This is an optimization exercise on Yosys and OpenROAD, whose aim is small area, a short achievable clock period and few clock cycles per item, not a production implementation. RTL that was checked went through simulation tests only; none was proved equivalent to the original. Power and IR drop assume default switching activity.

main:
==> flow/design.v (excerpt) <==
module scmcv_top (
   input  logic        clock,
   input  logic        reset,
   input  logic        start,
   output logic        busy,
   input  logic [1:0]  req_cmd,
   input  logic [15:0] req_target_cv,
   input  logic [3:0]  req_target_knob,
   input  logic [15:0] req_current_cv,
   input  logic [3:0]  req_current_knob,
   input  logic [15:0] req_morph_cv,
   input  logic [14:0] req_morph_knob,
   input  logic [15:0] req_type_buttons,
   input  logic [15:0] req_focus_mask,
   input  logic [3:0]  req_scene_slot,
   input  logic [3:0]  req_channel_slot,
   input  logic [14:0] req_write_value,
   output logic        rsp_strobe,
   output logic [3:0]  rsp_channel,
   output logic [15:0] rsp_cv_out,
   output logic        rsp_type_light,
   output logic        rsp_last,
   input  logic        psel,
   input  logic        penable,
   input  logic        pwrite,
   input  logic [2:0]  paddr,
   input  logic [31:0] pwdata,
   output logic [31:0] prdata,
   output logic        pready
);
For scale: about 9,800 cells after synthesis, ~4,600 flip-flops, roughly 230 I/O pins, ~130,000 sq um of cells after synthesis.
clock: 12.0 ns
lec_check: 0
cap_margin: 20
core_margin: 2
core_utilization: 35
place_density: 0.55
slew_margin: 20
synth_memory_max_bits: 16384
standard.sh (not shown) runs the stock make flow with config.mk's settings and CLKGATE_MAP_FILE= SYNTH_SCRIPT=/design/flow/synth_recipe.tcl, a recipe that flattens the netlist after the stock synthesis.
==> flow/flow/run.sh <==
#!/bin/bash
# ORFS layout: the standard synthesis, then the standard steps with a setup
# margin (timing repair keeps working below the period) and larger clock-sink clusters.
set -euo pipefail
bash standard.sh synth > synth.log 2>&1
bash standard.sh SETUP_SLACK_MARGIN=8.3 CTS_BUF_LIST=sky130_fd_sc_hd__clkbuf_16 CTS_CLUSTER_SIZE=24 CTS_CLUSTER_DIAMETER=70 CORE_UTILIZATION=55 PLACE_DENSITY=0.70 finish > layout.log 2>&1
The inputs of the feature branch differ from those of main as listed below.
--- a/flow/design.v
+++ b/flow/design.v
@@ -240,34 +240,38 @@
       .ins_row  (ins_row),
       .ins_data (ins_data),
       .tap_sel  (tap_sel),
       .tap_data (tap_data)
    );
    logic signed [16:0] msum;
    logic [15:0] mcl;
    logic [16:0] mx;
    logic        mfull;
+   logic        mfull_ff;
    logic [7:0]  bd_one, bd_two, bd_neg;
    assign msum  = {rq_mcv[15], rq_mcv} + $signed({2'b00, rq_mknob});
    assign mfull = (msum >= $signed({2'b00, FULL_MORPH}));
    always_comb begin
       if (msum < 17'sd0) begin
          mcl = 16'd0;
       end else if (mfull) begin
          mcl = {1'b0, FULL_MORPH};
       end else begin
          mcl = {1'b0, msum[14:0]};
       end
-      mx = {mcl, 1'b0};
+   end
+   assign mx = {mcl, 1'b0};
+   always_ff @(posedge clock) begin
+      mfull_ff <= mfull;
       for (int i = 0; i < 8; i++) begin
-         bd_one[i] = mx[2*i+1] ^ mx[2*i];
-         bd_two[i] = (mx[2*i+2] & ~mx[2*i+1] & ~mx[2*i]) | (~mx[2*i+2] & mx[2*i+1] & mx[2*i]);
-         bd_neg[i] = mx[2*i+2] & ~(mx[2*i+1] & mx[2*i]);
+         bd_one[i] <= mx[2*i+1] ^ mx[2*i];
+         bd_two[i] <= (mx[2*i+2] & ~mx[2*i+1] & ~mx[2*i]) | (~mx[2*i+2] & mx[2*i+1] & mx[2*i]);
+         bd_neg[i] <= mx[2*i+2] & ~(mx[2*i+1] & mx[2*i]);
       end
    end
    always_ff @(posedge clock) begin
       if (!busy_ff) begin
          rq_focus <= req_payload.focus_mask;
       end else if (rd_en) begin
          rq_focus <= {1'b0, rq_focus[15:1]};
       end
    end
@@ -297,38 +301,38 @@
             if (e_row[e] == {1'b0, rq_tgt}) b_ring = e_dat[e];
             if (e_row[e] == 5'd16)          m_ring = e_dat[e];
          end
       end
       a_rd = foc ? m_ring : a_ring;
    end
    localparam int MUL_BITS = 111;
    logic        p1, p2, p3, p4, p5;
    logic [14:0] a1, b1;
-   logic        fl1, fl2, fl3, fl4, fl5;
+   logic        foc1, fl1, fl2, fl3, fl4, fl5;
    logic [3:0]  c1, c2, c3, c4, c5;
    logic        last1, last2, last3, last4, last5;
    logic [15:0] d2;
    logic [17:0] a52;
-   logic [7:0]  g_one, g_two, g_neg;      
-   logic        morph_rd, full_rd;
+   logic [7:0]  g_one, g_two, g_neg;
+   logic        morph2, full2;
    logic [MUL_BITS-1:0] mul_st, mul_r;
    assign d2  = {1'b0, b1} - {1'b0, a1};
    assign a52 = {1'b0, a1, 2'b00} + {3'b000, a1};
-   assign morph_rd = !foc && !fl_rd;
-   assign full_rd  = !foc && fl_rd && mfull;
-   always_ff @(posedge clock) begin
+   assign morph2 = !foc1 && !fl1;
+   assign full2  = !foc1 && fl1 && mfull_ff;
+   always_comb begin
       for (int i = 0; i < 8; i++) begin
-         g_one[i] <= morph_rd & bd_one[i];
-         g_two[i] <= morph_rd & bd_two[i];
-         g_neg[i] <= morph_rd & bd_neg[i];
+         g_one[i] = morph2 & bd_one[i];
+         g_two[i] = morph2 & bd_two[i];
+         g_neg[i] = morph2 & bd_neg[i];
       end
-      g_one[6] <= (morph_rd & bd_one[6]) | full_rd;
-      g_one[7] <= (morph_rd & bd_one[7]) | full_rd;
+      g_one[6] = g_one[6] | full2;
+      g_one[7] = g_one[7] | full2;
    end
    logic [29:0] mul_sa, mul_sb;
    logic [29:0] n_mul;
    logic [17:0] y3;
    assign n_mul = mul_sa + mul_sb;
    logic [33:0] div_sa, div_sb;
    logic [18:0] div_lo;
    logic [15:0] div_ha4, div_hb4;
    logic        div_c4;
@@ -1450,18 +1454,19 @@
          8'hfd: sel_lut = 12'hcba;
          8'hfe: sel_lut = 12'hdcb;
          8'hff: sel_lut = 12'hedc;
          default: sel_lut = 12'h000;
       endcase
    endfunction
    always_ff @(posedge clock) begin
       a1      <= a_rd;
       b1      <= b_ring;
+      foc1    <= foc;
       fl1     <= fl_rd;
       c1      <= c_rd;
       last1   <= (c_rd == 4'd15);
       mul_r   <= mul_st;
       fl2     <= fl1;
       c2      <= c1;
       last2   <= last1;
       y3      <= n_mul[29:12];
       fl3     <= fl2;
[summary]
- main and the feature branch ended up with roughly the same global routing met1 resource utilization.
- Clock-buffer cell count in the feature branch vs main: up about 0.9%
- Relative to main, the feature branch improves highest achievable clock rate.
- Fraction of layout cells with a size suffix above 1, main and the feature branch: larger value in the feature branch
- Summary of the feature branch over main: amount of wire on met3 after detailed routing now sits lower; relative area change from synthesis to final layout now sits higher.
- On clock buffer count from CTS, the higher figure sits with the feature branch, not main.
- On post-route total power, the feature branch tracks main almost exactly.
- For the non-clock buffer instance count of the final layout, the feature branch came in about 11% higher than main did.
- Total clock sinks: the feature branch vs main — no meaningful difference
Testbench counts of the feature branch, summed over its fixed seeds: cycles 11,540, ticks 514.
Function not checked in main: the RTL went through the layout flow alone.

==> port drivers added, routing unchanged <==
How much do the figures lean on ideal ports? The routed layouts below were timed once more, with nothing changed but the port constraints. Step 1 (the two cells are an assumption about what drives the block):
set clk [get_ports {clock}]
set_driving_cell -lib_cell sky130_fd_sc_hd__clkbuf_16 $clk
set_driving_cell -lib_cell sky130_fd_sc_hd__buf_2 [delete_from_list [all_inputs] $clk]
Step 2 times the ports against the registers' clock, not the clock port: input delays grow and output delays shrink by t, the midpoint of the rising clock arrivals with the driver on. Slacks: ideal / step 1 / step 2; pairs: ideal / step 1.
run	shift t [ns]	slack for setup (ns)	clock arrival spread, ns	worst register clock-pin slew, ns	worst data-port slew with drivers (ns)
main	1.016	7.852 / 7.852 / 7.406	0.108 / 0.108	0.10 / 0.10	0.10
the feature branch	1.002	8.065 / 8.029 / 7.453	0.098 / 0.098	0.10 / 0.10	0.06
After both steps setup and hold are still met in every run listed. The setup slack of the feature branch, which loses most, moves by -0.036 ns with the drivers and by -0.612 ns with both steps.
